Background: an optimization exercise with open tools, aiming at small area, a short achievable clock period and few clock cycles. Do not read the settings as production practice. The RTL was checked by simulation tests, not by an equivalence proof against the original design. Power is estimated from default activity; no workload was simulated.

==> flow/design.v (outline; a module is shown in full before it is edited, if it fits) <==
// module dwconv_ctrl: 51 lines
// module channel_mac0: 848 lines
// module channel_mac1: 647 lines
// module channel_mac2: 577 lines
// module channel_mac3: 615 lines
// module channel_mac4: 527 lines
// module channel_mac5: 740 lines
// module channel_mac6: 815 lines
// module channel_mac7: 662 lines
// module dw_fa: 10 lines
// module dw_ha: 9 lines
// module requant_relu: 13 lines
// module requant_relu_cs: 17 lines
// module result_fifo: 16 lines
// module dwconv_top: 39 lines
module dwconv_top (
  input  logic                  clk,
  input  logic                  rstn,
  input  logic                  in_req,
  input  dwconv_pkg::window_t   in_data,
  output logic                  in_ack,
  output logic                  out_req,
  output dwconv_pkg::out_word_t out_data,
  input  logic                  out_ack
);
  // ...
==> flow/flow/run.sh <==
#!/bin/bash
# Standard layout (the standard.sh, standard synthesis included), except
# that the input and output port buffers are plain sky130_fd_sc_hd__buf_1
# cells rather than the delay cell that buffer_ports picks by default.
# Every port still gets its own buffer; the resizer may still upsize them.
set -e
export BUFFER_PORTS_ARGS="-buffer_cell sky130_fd_sc_hd__buf_1"
bash standard.sh > standard.log 2>&1
==> flow/standard.sh <==
#!/bin/bash
# synth_recipe.tcl (not shown) runs the flow's synth.tcl, then flattens the netlist and writes it again
# the make line also repeats each setting of config.mk as NAME=value (left out here)
make -C /OpenROAD-flow-scripts/flow DESIGN_CONFIG=/design/flow/config.mk WORK_HOME=/design/flow/orfs CLKGATE_MAP_FILE= SYNTH_SCRIPT=/design/flow/synth_recipe.tcl "${@:-finish}"
==> flow/config.mk <==
export PLATFORM = sky130hd
export DESIGN_NAME = dwconv_top
export DESIGN_NICKNAME = dwconv_top
export VERILOG_FILES = /design/flow/design.v
export SDC_FILE = /design/flow/constraint.sdc
export NUM_CORES = 4
export LEC_CHECK = 0
export CAP_MARGIN = 20
export CORE_MARGIN = 2
export CORE_UTILIZATION = 60
export CTS_CLUSTER_DIAMETER = 80
export CTS_CLUSTER_SIZE = 30
export SETUP_SLACK_MARGIN = 3.6
export SLEW_MARGIN = 20
export SYNTH_HIERARCHICAL = 1
export SYNTH_MINIMUM_KEEP_SIZE = 0
==> flow/constraint.sdc <==
create_clock -name core_clock -period 6.0 [get_ports {clk}]
set_input_delay 1.2000 -clock core_clock [delete_from_list [all_inputs] [get_ports {clk}]]
set_output_delay 1.2000 -clock core_clock [all_outputs]
set_load 0.01 [all_outputs]
==> key figures, run 1 <==
Power and ir drop
  • Comb pwr share: 0.583
  • Power of the sequential group: 0.00761 W

Clock tree
  • CTS tree: built
  • CTS Hold Bufs: 0

Placed design
  • Post-DP HPWL: 87500 um

Timing
  • Slew @ Worst Pin: 896 ps
  • Post-route setup slack: 3350 ps
  • Post-route clock skew: 26.5 ps
  • Setup_tns: 0 ps
  • RSZ-0062 raised after global routing: yes

Routing
  • Via/cell ratio: 5.15
  • Pre-antenna DRT Iters: 5
  • Routed met2 length: 53300 um

Global route
  • GRT Residual Overflow: 0
  • GRT met1 Usage: 0.345
  • Initial antenna violation count: 26
  • Vias in the first global route: 28000

Layout
  • N_diodes: 14
  • Seq_cells: 702
  • Non-CTS buffers: 672
  • Reg area: 0.0146 mm2
  • Design area: 0.0504 mm2
  • Synth-to-layout area growth: 19.1%
  • Max FFs per register: 56
  • Multi-In Gates: 1638
  • Multi-input combinational area share: 0.556

Worst setup path
  • Reg2reg start: u_mac0.s1_n300$_DFF_P_
  • Worst EP required: 6540 ps
  • Setup CP Type: flip-flop to flip-flop

Run status
  • Run status: finished clean
Testbench counts, summed over its fixed seeds: cycles 12,800.
==> inputs of run 2 (changes only) <==
--- a/flow/config.mk
+++ b/flow/config.mk
@@ -7,10 +7,10 @@
 export LEC_CHECK = 0
 export CAP_MARGIN = 20
 export CORE_MARGIN = 2
-export CORE_UTILIZATION = 60
+export CORE_UTILIZATION = 50
 export CTS_CLUSTER_DIAMETER = 80
 export CTS_CLUSTER_SIZE = 30
-export SETUP_SLACK_MARGIN = 3.6
+export SETUP_SLACK_MARGIN = 3.4
 export SLEW_MARGIN = 20
 export SYNTH_HIERARCHICAL = 1
 export SYNTH_MINIMUM_KEEP_SIZE = 0
==> key figures, run 2 <==
Power and ir drop
  • Clock share of power: 0.131
  • P_leak: 19.7 nW
  • Comb pwr share: 0.548 (-0.035)
  • Max VDD drop: 0.259 mV
  • Internal power: 0.0142 W
  • Seq pwr share: 0.320
  • Sw Pwr: 0.00949 W
  • Sw frac: 0.401
  • Pwr Density: 489 mW/mm2

Layout
  • Layout cells sized above 1: 0.122
  • Commonest cells after routing, fill and taps aside: fa_1 (774), dfxtp_1 (644), buf_1 (597)
  • Design area: 0.0484 mm2 (-4.0%)
  • Nets: 5274
  • Largest Register: u_out.q
  • Most common cell after layout, fill and taps aside: fa_1
  • Largest regs: u_out.q x56, u_ctrl.g_lv.v x2
  • Synth-to-layout area growth: 14.3%
  • Max FFs per register: 56 (unchanged)

Timing
  • Setup_tns: 0 ps (unchanged)
  • Tmin final: 2700 ps
  • Slew @ Worst Pin: 963 ps (+66.9 ps)
  • Pins Over Slew Limit: 0
  • Fmax achieved: 371 MHz
  • Rel. slew slack: 0.358
  • Post-route setup slack: 3300 ps (-46.3 ps)
  • Final Cycle Share: 0.450
  • Final Setup Violations: 0
  • Final Hold Viols: 0
  • RSZ-0062 raised after global routing: yes
  • Post-route clock skew: 26.8 ps (+0.350 ps)

Global route
  • GRT met1 Usage: 0.296 (-0.0486)
  • GRT Residual Overflow: 0 (unchanged)
  • Gr usage total: 0.234
  • Met2 GRT Util: 0.416
  • Vias in the first global route: 26700 (-4.6%)
  • First-pass GRT wire length: 150000 um
  • Largest net degree at the start of global routing: 59
  • GR Util met3: 0.0446
  • Grt peak-use layer: met2
  • Initial antenna violation count: 23 (-12%)

Yosys
  • Synth Cell Area: 0.0423 mm2
  • Ys Warns: 16
  • Synth Area per Inst: 15.1 um2
  • Mapped Cells: 2801

Placed design
  • Port buffer count: 629
  • Placed inst area: 0.0466 mm2
  • Routability cong.: 0.933
  • Post-DP HPWL: 87500 um (about the same)
  • Post-Place Worst Slack: 2560 ps

Clock tree
  • Skew-Pair Late Insertion Delay: 600 ps
  • CTS tree: built
  • Clock Root Buffer: clkbuf_16
  • Clock transition at the registers of the reported paths: 110 ps
  • CTS Hold Bufs: 0 (unchanged)
  • CTS Buf Count: 37
  • Max Root-Sink Buffers: 3
  • CTS H-tree depth: 2
  • Clk sinks: 702

Floorplanning
  • Core area: 0.0837 mm2
  • Die H: 295 um
  • Top Ports: 646
  • Horiz. Die Dim: 295 um
  • Die Footprint: 0.0870 mm2
  • Row count: 106
  • Starting Density: 0.506

Worst setup path
  • Crit-path max FO: 1
  • Worst Setup End Kind: flip-flop
  • Setup CP Type: flip-flop to flip-flop
  • Worst EP required: 6550 ps (about the same)
  • Data arrival time of the worst path: 3240 ps
  • Startpoint types: flip-flop

Routing
  • Pre-antenna DRT Iters: 4 (-1)
  • Average wire per standard cell: 20.9 um
  • Via count of the routed design: 22400
  • Drt drc: 0
  • DRT iter0 DRCs: 746
  • Detail Route Antenna Nets: 0
  • Via/cell ratio: 4.83 (-6.2%)
  • Total wire length: 97100 um

Worst hold path
  • Hold Crit Class: flip-flop to flip-flop

Job
  • Max-cap viol count: 0

Run status
  • Run status: finished clean
[run 2: metal layers]
layer | routed length, um | vias up
met5 | 229 | -
met4 | 2100 | 36
met3 | 5340 | 140
met2 | 51100 | 518
met1 | 38300 | 11800
li1 | - | 9934
[run 2: timing repair]
action | in CTS | in global routing
gates resized for setup | 31 | 67
hold endpoints to repair | 0 | 0
endpoints found under the setup margin | 48 | 70
setup buffers | 0 | 9
pin swaps | 2 | 16
[run 2: power groups by stage]
stage / sequential (W) / combinational (W) / clock (W)
after detailed placement: 0.00772 / 0.0126 / 0
final: 0.00758 / 0.0130 / 0.00311
after global placement: 0.00767 / 0.0122 / 0
after global routing: 0.00778 / 0.0153 / 0.00339
after CTS: 0.00762 / 0.0129 / 0.00323
after floorplan: 0.00755 / 0.00912 / 0
[run 2: worst max-delay path, cell delays in order (launching register included)]
cell and delay, ps:
dfxtp_2 340, fa_1 500, fa_2 380, fa_1 530, inv_2 50, fa_2 330
fa_2 520
[run 2: path summary, 6_finish.rpt]
path                             to                   start  cells after the start  slack, ps
min reg2reg  u_mac1.cs_n335$_DFF_P_  u_mac1.s1_n240$_DFF_P_                      0        330
min          u_mac1.cs_n335$_DFF_P_  u_mac1.s1_n240$_DFF_P_                      0        330
max reg2reg  u_mac0.cs_n448$_DFF_P_  u_mac0.s1_n300$_DFF_P_                      6       3300
max          u_mac0.cs_n448$_DFF_P_  u_mac0.s1_n300$_DFF_P_                      6       3300
[run 2: layout make-up]
class / instances / area [um2]
clock inverter: 24 / 340
clock buffer: 44 / 1000
fill: 6884 / 35300
multi-input combinational: 1638 / 26800
antenna: 5 / 12.5
inverter: 460 / 1730
sequential: 702 / 14600
tap: 1134 / 1420
timing repair buffer: 638 / 2470
[run 2: through the flow]
stage / total power (W) / utilization / hold slack, ps / cells
floorplan: 0.0167 / - / 310 / 2808
global placement: 0.0199 / 0.557 / 312 / 4563
detailed placement: 0.0204 / 0.557 / 314 / 4563
CTS: 0.0237 / 0.574 / 334 / 4631
global route: 0.0264 / 0.578 / 331 / 4643
finish: 0.0237 / 0.578 / 328 / 4645
==> inputs of run 3 (changes only) <==
--- a/flow/config.mk
+++ b/flow/config.mk
@@ -5,9 +5,10 @@
 export SDC_FILE = /design/flow/constraint.sdc
 export NUM_CORES = 4
 export LEC_CHECK = 0
+export ABC_AREA = 1
 export CAP_MARGIN = 20
 export CORE_MARGIN = 2
-export CORE_UTILIZATION = 50
+export CORE_UTILIZATION = 60
 export CTS_CLUSTER_DIAMETER = 80
 export CTS_CLUSTER_SIZE = 30
 export SETUP_SLACK_MARGIN = 3.4
==> key figures, run 3 <==
Run status
  • Run status: finished clean

Global route
  • Gr usage total: 0.278 (+0.0442)
  • Initial antenna violation count: 33 (+43%)
  • First-pass GRT wire length: 153000 um (+2.1%)
  • GRT Residual Overflow: 0 (unchanged)
  • Largest net degree at the start of global routing: 58 (-1.7%)
  • Vias in the first global route: 28600 (+6.9%)

Clock tree
  • Skew-Pair Late Insertion Delay: 600 ps (about the same)
  • CTS Buf Count: 37 (unchanged)
  • CTS H-tree depth: 2 (unchanged)
  • Clk sinks: 702 (unchanged)
  • Clock transition at the registers of the reported paths: 110 ps (about the same)
  • Max Root-Sink Buffers: 3 (unchanged)
  • CTS tree: built
  • Clock Root Buffer: clkbuf_16

Floorplanning
  • Top Ports: 646 (unchanged)
  • Die Footprint: 0.0738 mm2 (-15%)
  • Die H: 272 um (-7.9%)
  • Core area: 0.0712 mm2 (-15%)
  • Starting Density: 0.604 (+0.0980)
  • Horiz. Die Dim: 272 um (-7.9%)
  • Row count: 98 (-7.5%)

Timing
  • Tmin final: 2620 ps (-73.9 ps)
  • Setup_tns: 0 ps (unchanged)
  • RSZ-0062 raised after global routing: yes
  • Final Setup Violations: 0 (unchanged)
  • Fmax achieved: 381 MHz (+2.8%)
  • Post-route setup slack: 3380 ps (+73.9 ps)
  • Slew @ Worst Pin: 846 ps (-117 ps)
  • Rel. slew slack: 0.436 (+0.0777)
  • Final Cycle Share: 0.437 (-0.0123)
  • Post-route clock skew: 30.7 ps (+3.88 ps)
  • Pins Over Slew Limit: 0 (unchanged)
  • Final Hold Viols: 0 (unchanged)

Layout
  • Layout cells sized above 1: 0.106 (-0.0154)
  • Design area: 0.0485 mm2 (+0.30%)
  • Max FFs per register: 56 (unchanged)
  • Multi-input combinational cell area: 0.0265 mm2 (-0.95%)
  • Nets: 5662 (+7.4%)
  • Fill count: 5299 (-23%)
  • Most common cell after layout, fill and taps aside: fa_1
  • Synth-to-layout area growth: 12.8%
  • Commonest cells after routing, fill and taps aside: fa_1 (782), dfxtp_1 (643), inv_1 (626)
  • Largest Register: u_out.q
  • Reg area: 0.0146 mm2 (about the same)
  • Non-Filler Instances: 4864 (+4.7%)
  • Largest regs: u_out.q x56, u_ctrl.g_lv.v x2

Power and ir drop
  • P_leak: 21.1 nW (+7.1%)
  • Max VDD drop: 0.432 mV (+67%)
  • Sw Pwr: 0.00991 W (+4.4%)
  • Comb pwr share: 0.548 (about the same)
  • Seq pwr share: 0.323 (+0.003)
  • Overall Power: 0.0235 W (-0.75%)
  • Sw frac: 0.422 (+0.0208)
  • Pwr Density: 484 mW/mm2 (-1.0%)
  • Internal power: 0.0136 W (-4.2%)
  • Clock share of power: 0.129 (-0.002)

Yosys
  • Mapped Cells: 3198 (+14%)
  • Synth Cell Area: 0.0430 mm2 (+1.6%)
  • Ys Warns: 16 (unchanged)
  • Synth Area per Inst: 13.4 um2 (-11%)

Job
  • Max-cap viol count: 0 (unchanged)

Routing
  • Detail Route Antenna Nets: 0 (unchanged)
  • Pre-antenna DRT Iters: 5 (+1)
  • Via/cell ratio: 4.96 (+2.6%)
  • DRT iter0 DRCs: 1005 (+35%)
  • Average wire per standard cell: 19.9 um (-4.7%)
  • Total wire length: 96900 um (-0.24%)
  • Drt drc: 0 (unchanged)
  • Via count of the routed design: 24100 (+7.4%)

Worst setup path
  • Reg-to-reg endpoint: u_mac0.cs_n448$_DFF_P_
  • End of the critical path: u_mac7.s1_n212$_DFF_P_
  • Setup CP Type: input pin to flip-flop
  • Worst Setup SP: in_data[516]
  • Startpoint types: input pin
  • Data arrival time of the worst path: 3110 ps (-130 ps)
  • R2R depth: 6 (unchanged)
  • Reg-to-reg setup timing slack: 3400 ps (+100 ps)
  • Worst EP required: 6490 ps (-60 ps)
  • Worst Setup End Kind: flip-flop
  • Crit-path max FO: 2 (+1)
  • Reg2reg start: u_mac0.s1_n300$_DFF_P_

Placed design
  • Placed inst area: 0.0471 mm2 (+0.99%)
  • Routability cong.: 0.980 (+5.0%)
  • Post-Place Worst Slack: 2690 ps (+124 ps)
  • Post-DP HPWL: 87200 um (-0.37%)
  • Placed Instances: 4776 (+4.7%)
  • Port buffer count: 629 (unchanged)

Worst hold path
  • Hold Crit Class: flip-flop to flip-flop
run 3: metal layers:
| layer | vias to the layer above | track usage | wire (um) |
|---|---|---|---|
| li1 | 10800 | - | - |
| met5 | - | 0 | 181 |
| met1 | 12500 | 0.327 | 35500 |
| met3 | 178 | 0.0603 | 5100 |
| met4 | 24 | 0.0909 | 3300 |
| met2 | 570 | 0.507 | 52800 |
run 3: worst min path at each step:
stage,end,depth (start not counted),slack [ps],from
5_1_grt,u_mac6.cs_n437$_DFF_P_,0,340,u_mac6.s1_n320$_DFF_P_
2_1_floorplan,u_mac1.cs_n335$_DFF_P_,0,310,u_mac1.s1_n240$_DFF_P_
4_1_cts,u_mac1.cs_n335$_DFF_P_,0,340,u_mac1.s1_n240$_DFF_P_
3_5_place_dp,u_mac1.cs_n335$_DFF_P_,0,310,u_mac1.s1_n240$_DFF_P_
6_report,u_mac6.cs_n437$_DFF_P_,0,340,u_mac6.s1_n320$_DFF_P_
3_3_place_gp,u_mac6.cs_n437$_DFF_P_,0,310,u_mac6.s1_n320$_DFF_P_
run 3: worst max-delay path, cell delays in order:
cell and delay, ps:
buf_1 360, fa_2 550, fa_2 560, fa_2 440
run 3: area by class of cell:
cell class / count / area share
Tap cell: 950 / 0.0245
Sequential cell: 702 / 0.301
Clock inverter: 23 / 0.00652
Inverter: 644 / 0.0498
Timing Repair Buffer: 629 / 0.0493
Multi-Input combinational cell: 1851 / 0.547
Antenna cell: 21 / 0.00108
Clock buffer: 44 / 0.0207
run 3: stage by stage:
step	hold WS [ps]	util
final	336	0.681
after CTS	337	0.680
after global placement	313	0.661
after global routing	339	0.681
after detailed placement	312	0.661
after floorplan	310	-
run 3: repair_timing:
| item | 4_1_cts | 5_1_grt |
|---|---|---|
| pin swaps | 2 | 2 |
| buffers inserted | 0 | 0 |
| setup endpoints to repair | 9 | 33 |
| hold buffers | 0 | 0 |
| endpoints found under the hold margin | 0 | 0 |
| resized for setup | 14 | 20 |
run 3: power by group through the flow:
stage	registers [W]	clock network (W)	logic, W
detailed placement	0.00771	0	0.0129
finish	0.00758	0.00303	0.0129
global route	0.00778	0.00329	0.0152
CTS	0.00761	0.00312	0.0131
global placement	0.00764	0	0.0122
floorplan	0.00753	0	0.00921
==> inputs of run 4 (changes only) <==
--- a/flow/config.mk
+++ b/flow/config.mk
@@ -5,7 +5,6 @@
 export SDC_FILE = /design/flow/constraint.sdc
 export NUM_CORES = 4
 export LEC_CHECK = 0
-export ABC_AREA = 1
 export CAP_MARGIN = 20
 export CORE_MARGIN = 2
 export CORE_UTILIZATION = 60
==> key figures, run 4 <==
Run status
  • Run status: finished clean

Timing
  • Slew @ Worst Pin: 966 ps (+120 ps)
  • RSZ-0062 raised after global routing: yes
  • Hold WS: 338 ps (+2.26 ps)
  • Setup_tns: 0 ps (unchanged)
  • Post-route clock skew: 24.7 ps (-6.02 ps)
  • Final Setup Violations: 0 (unchanged)
  • Rel. slew slack: 0.356 (-0.0799)
  • Tmin final: 2620 ps (+0.850 ps)
  • Pins Over Slew Limit: 0 (unchanged)
  • Fmax achieved: 381 MHz (about the same)
  • Final Hold Viols: 0 (unchanged)
  • Final Cycle Share: 0.437 (about the same)

Yosys
  • Synth Area per Inst: 15.1 um2 (+12%)
  • Mapped Cells: 2801 (-12%)
  • Synth Cell Area: 0.0423 mm2 (-1.6%)
  • Ys Warns: 16 (unchanged)

Clock tree
  • Clock transition at the registers of the reported paths: 110 ps (about the same)
  • CTS Hold Bufs: 0 (unchanged)
  • Clock Root Buffer: clkbuf_16
  • Max Root-Sink Buffers: 3 (unchanged)
  • Skew-Pair Late Insertion Delay: 580 ps (-20 ps)
  • CTS Buf Count: 38 (+2.7%)
  • Clk sinks: 702 (unchanged)
  • CTS tree: built
  • CTS H-tree depth: 2 (unchanged)

Floorplanning
  • Die H: 270 um (-0.79%)
  • Horiz. Die Dim: 270 um (-0.79%)
  • Die Footprint: 0.0727 mm2 (-1.6%)
  • Starting Density: 0.605 (+0.00164)
  • Row count: 97 (-1.0%)
  • Core area: 0.0699 mm2 (-1.9%)
  • Top Ports: 646 (unchanged)

Global route
  • Initial antenna violation count: 1 (-97%)
  • GRT Residual Overflow: 0 (unchanged)
  • Gr usage total: 0.284 (+0.00553)
  • First-pass GRT wire length: 155000 um (+0.93%)
  • Largest net degree at the start of global routing: 59 (+1.7%)
  • Vias in the first global route: 27600 (-3.2%)

Routing
  • Total wire length: 99100 um (+2.3%)
  • Detail Route Antenna Nets: 0 (unchanged)
  • Via/cell ratio: 5.11 (+3.2%)
  • Via count of the routed design: 22700 (-5.7%)
  • Pre-antenna DRT Iters: 4 (-1)
  • DRT iter0 DRCs: 1113 (+11%)
  • Average wire per standard cell: 22.3 um (+12%)
  • Drt drc: 0 (unchanged)

Layout
  • Largest Register: u_out.q
  • Max FFs per register: 56 (unchanged)
  • Commonest cells after routing, fill and taps aside: fa_1 (778), dfxtp_1 (644), buf_1 (596)
  • Most common cell after layout, fill and taps aside: fa_1
  • Layout cells sized above 1: 0.119 (+0.0129)
  • Synth-to-layout area growth: 13.7%
  • Nets: 5273 (-6.9%)
  • Largest regs: u_out.q x56, u_ctrl.g_lv.v x2
  • Non-Filler Instances: 4445 (-8.6%)
  • N_diodes: 0 (-100%)

Worst setup path
  • Startpoint types: flip-flop
  • End of the critical path: u_mac0.cs_n448$_DFF_P_
  • Setup CP Type: flip-flop to flip-flop
  • Reg-to-reg setup timing slack: 3380 ps (-20 ps)
  • Worst EP required: 6460 ps (-30 ps)
  • Worst Setup End Kind: flip-flop
  • Reg-to-reg endpoint: u_mac0.cs_n448$_DFF_P_
  • Worst Setup SP: u_mac0.s1_n300$_DFF_P_
  • Reg2reg start: u_mac0.s1_n300$_DFF_P_
  • Data arrival time of the worst path: 3090 ps (-20 ps)
  • Crit-path max FO: 1 (-1)
  • R2R depth: 6 (unchanged)

Power and ir drop
  • Pwr Density: 500 mW/mm2 (+3.3%)
  • P_leak: 19.7 nW (-6.6%)
  • Max VDD drop: 0.345 mV (-20%)

Placed design
  • Post-DP HPWL: 88600 um (+1.6%)
  • Routability cong.: 1.01 (+3.0%)
  • Port buffer count: 629 (unchanged)
  • Placed Instances: 4369 (-8.5%)

Job
  • Max-cap viol count: 0 (unchanged)

Worst hold path
  • Hold Crit Class: flip-flop to flip-flop
[run 4: what timing repair did]
| action | in CTS | in global routing |
|---|---|---|
| gates resized for setup | 24 | 67 |
| setup endpoints to repair | 37 | 65 |
| setup buffers | 0 | 7 |
| pin swaps | 2 | 14 |
[run 4: worst min-delay path by stage]
stage,start,cells after the start,to
3_5_place_dp,u_mac1.s1_n240$_DFF_P_,0,u_mac1.cs_n335$_DFF_P_
4_1_cts,u_mac1.s1_n240$_DFF_P_,0,u_mac1.cs_n335$_DFF_P_
6_report,u_mac1.s1_n240$_DFF_P_,0,u_mac1.cs_n335$_DFF_P_
2_1_floorplan,u_mac1.s1_n240$_DFF_P_,0,u_mac1.cs_n335$_DFF_P_
5_1_grt,u_mac6.s1_n320$_DFF_P_,0,u_mac6.cs_n437$_DFF_P_
3_3_place_gp,u_mac6.s1_n320$_DFF_P_,0,u_mac6.cs_n437$_DFF_P_
[run 4: stage by stage]
| stage | instance area (um2) | total power [W] | setup WS (ps) | util |
|---|---|---|---|---|
| 2_1_floorplan | 42900 | 0.0167 | 3190 | - |
| 3_3_place_gp | 46400 | 0.0198 | 2600 | 0.663 |
| 3_5_place_dp | 46400 | 0.0206 | 2600 | 0.663 |
| 4_1_cts | 47800 | 0.0239 | 3330 | 0.684 |
| 5_1_grt | 48100 | 0.0265 | 3330 | 0.688 |
| 6_report | 48100 | 0.0241 | 3380 | 0.688 |
[run 4: layout make-up]
| type | count | area, um2 |
|---|---|---|
| Sequential cell | 702 | 14600 |
| Inverter | 460 | 1730 |
| Clock buffer | 47 | 1010 |
| Multi-Input combinational cell | 1638 | 26800 |
| Clock inverter | 22 | 378 |
| Timing Repair Buffer | 636 | 2450 |
| Tap cell | 940 | 1180 |
| Fill cell | 4957 | 21800 |
[run 4: layer usage]
| metal | vias to the layer above | global-route usage | routed length, um |
|---|---|---|---|
| met3 | 119 | 0.0453 | 4970 |
| met2 | 640 | 0.511 | 52900 |
| met5 | - | 0 | 15 |
| met1 | 12000 | 0.365 | 39200 |
| met4 | 2 | 0.0577 | 1930 |
| li1 | 9930 | - | - |
[run 4: worst max-delay path, stage by stage (launching register included)]
cell and delay, ps:
dfxtp_2 340, fa_1 490, fa_2 350, fa_1 500
inv_2 40, fa_2 330, fa_1 450
[run 4: power by group]
| group | total (W) | leakage (nW) | internal [W] | switching (W) |
|---|---|---|---|---|
| sequential | 0.00761 | 5.90 | 0.00680 | 0.000805 |
| clock | 0.00308 | 0.653 | 0.00137 | 0.00171 |
| combinational | 0.0134 | 13.2 | 0.00611 | 0.00726 |

==> port drivers added, routing unchanged <==
No port has a modelled driver above. Below, the same layouts with a new extraction and two added sets of constraints.
Step 1, drivers: a clkbuf_16 drives clk and a buf_2 each remaining input, both assumed.
Step 2 adds t to the input delays and takes it off the output delays; t is the mean of the earliest and latest rising clock arrival at the registers after step 1. Input paths then give back, and output paths get back, about the clock's delay inside the block.
Three values: no drivers, after step 1, after step 2; two values: the first two.
| run | shift t [ns] | slack for setup (ns) | worst hold slack (ns) | worst slew at a driven data input, ns | cell pins on the clock port's net |
|---|---|---|---|---|---|
| run 1 | 0.653 | 3.349 / 3.349 / 2.913 | 0.339 / 0.339 / 0.339 | 0.14 | 1 |
| run 2 | 0.653 | 3.303 / 3.303 / 2.764 | 0.328 / 0.328 / 0.328 | 0.15 | 1 |
| run 3 | 0.657 | 3.377 / 3.403 / 2.761 | 0.336 / 0.336 / 0.336 | 0.13 | 1 |
| run 4 | 0.643 | 3.376 / 3.376 / 2.756 | 0.338 / 0.338 / 0.338 | 0.06 | 1 |
After both steps every run listed still meets setup and hold. The setup slack of run 4, which loses most, moves by 0.000 ns with the drivers and by -0.620 ns with both steps.
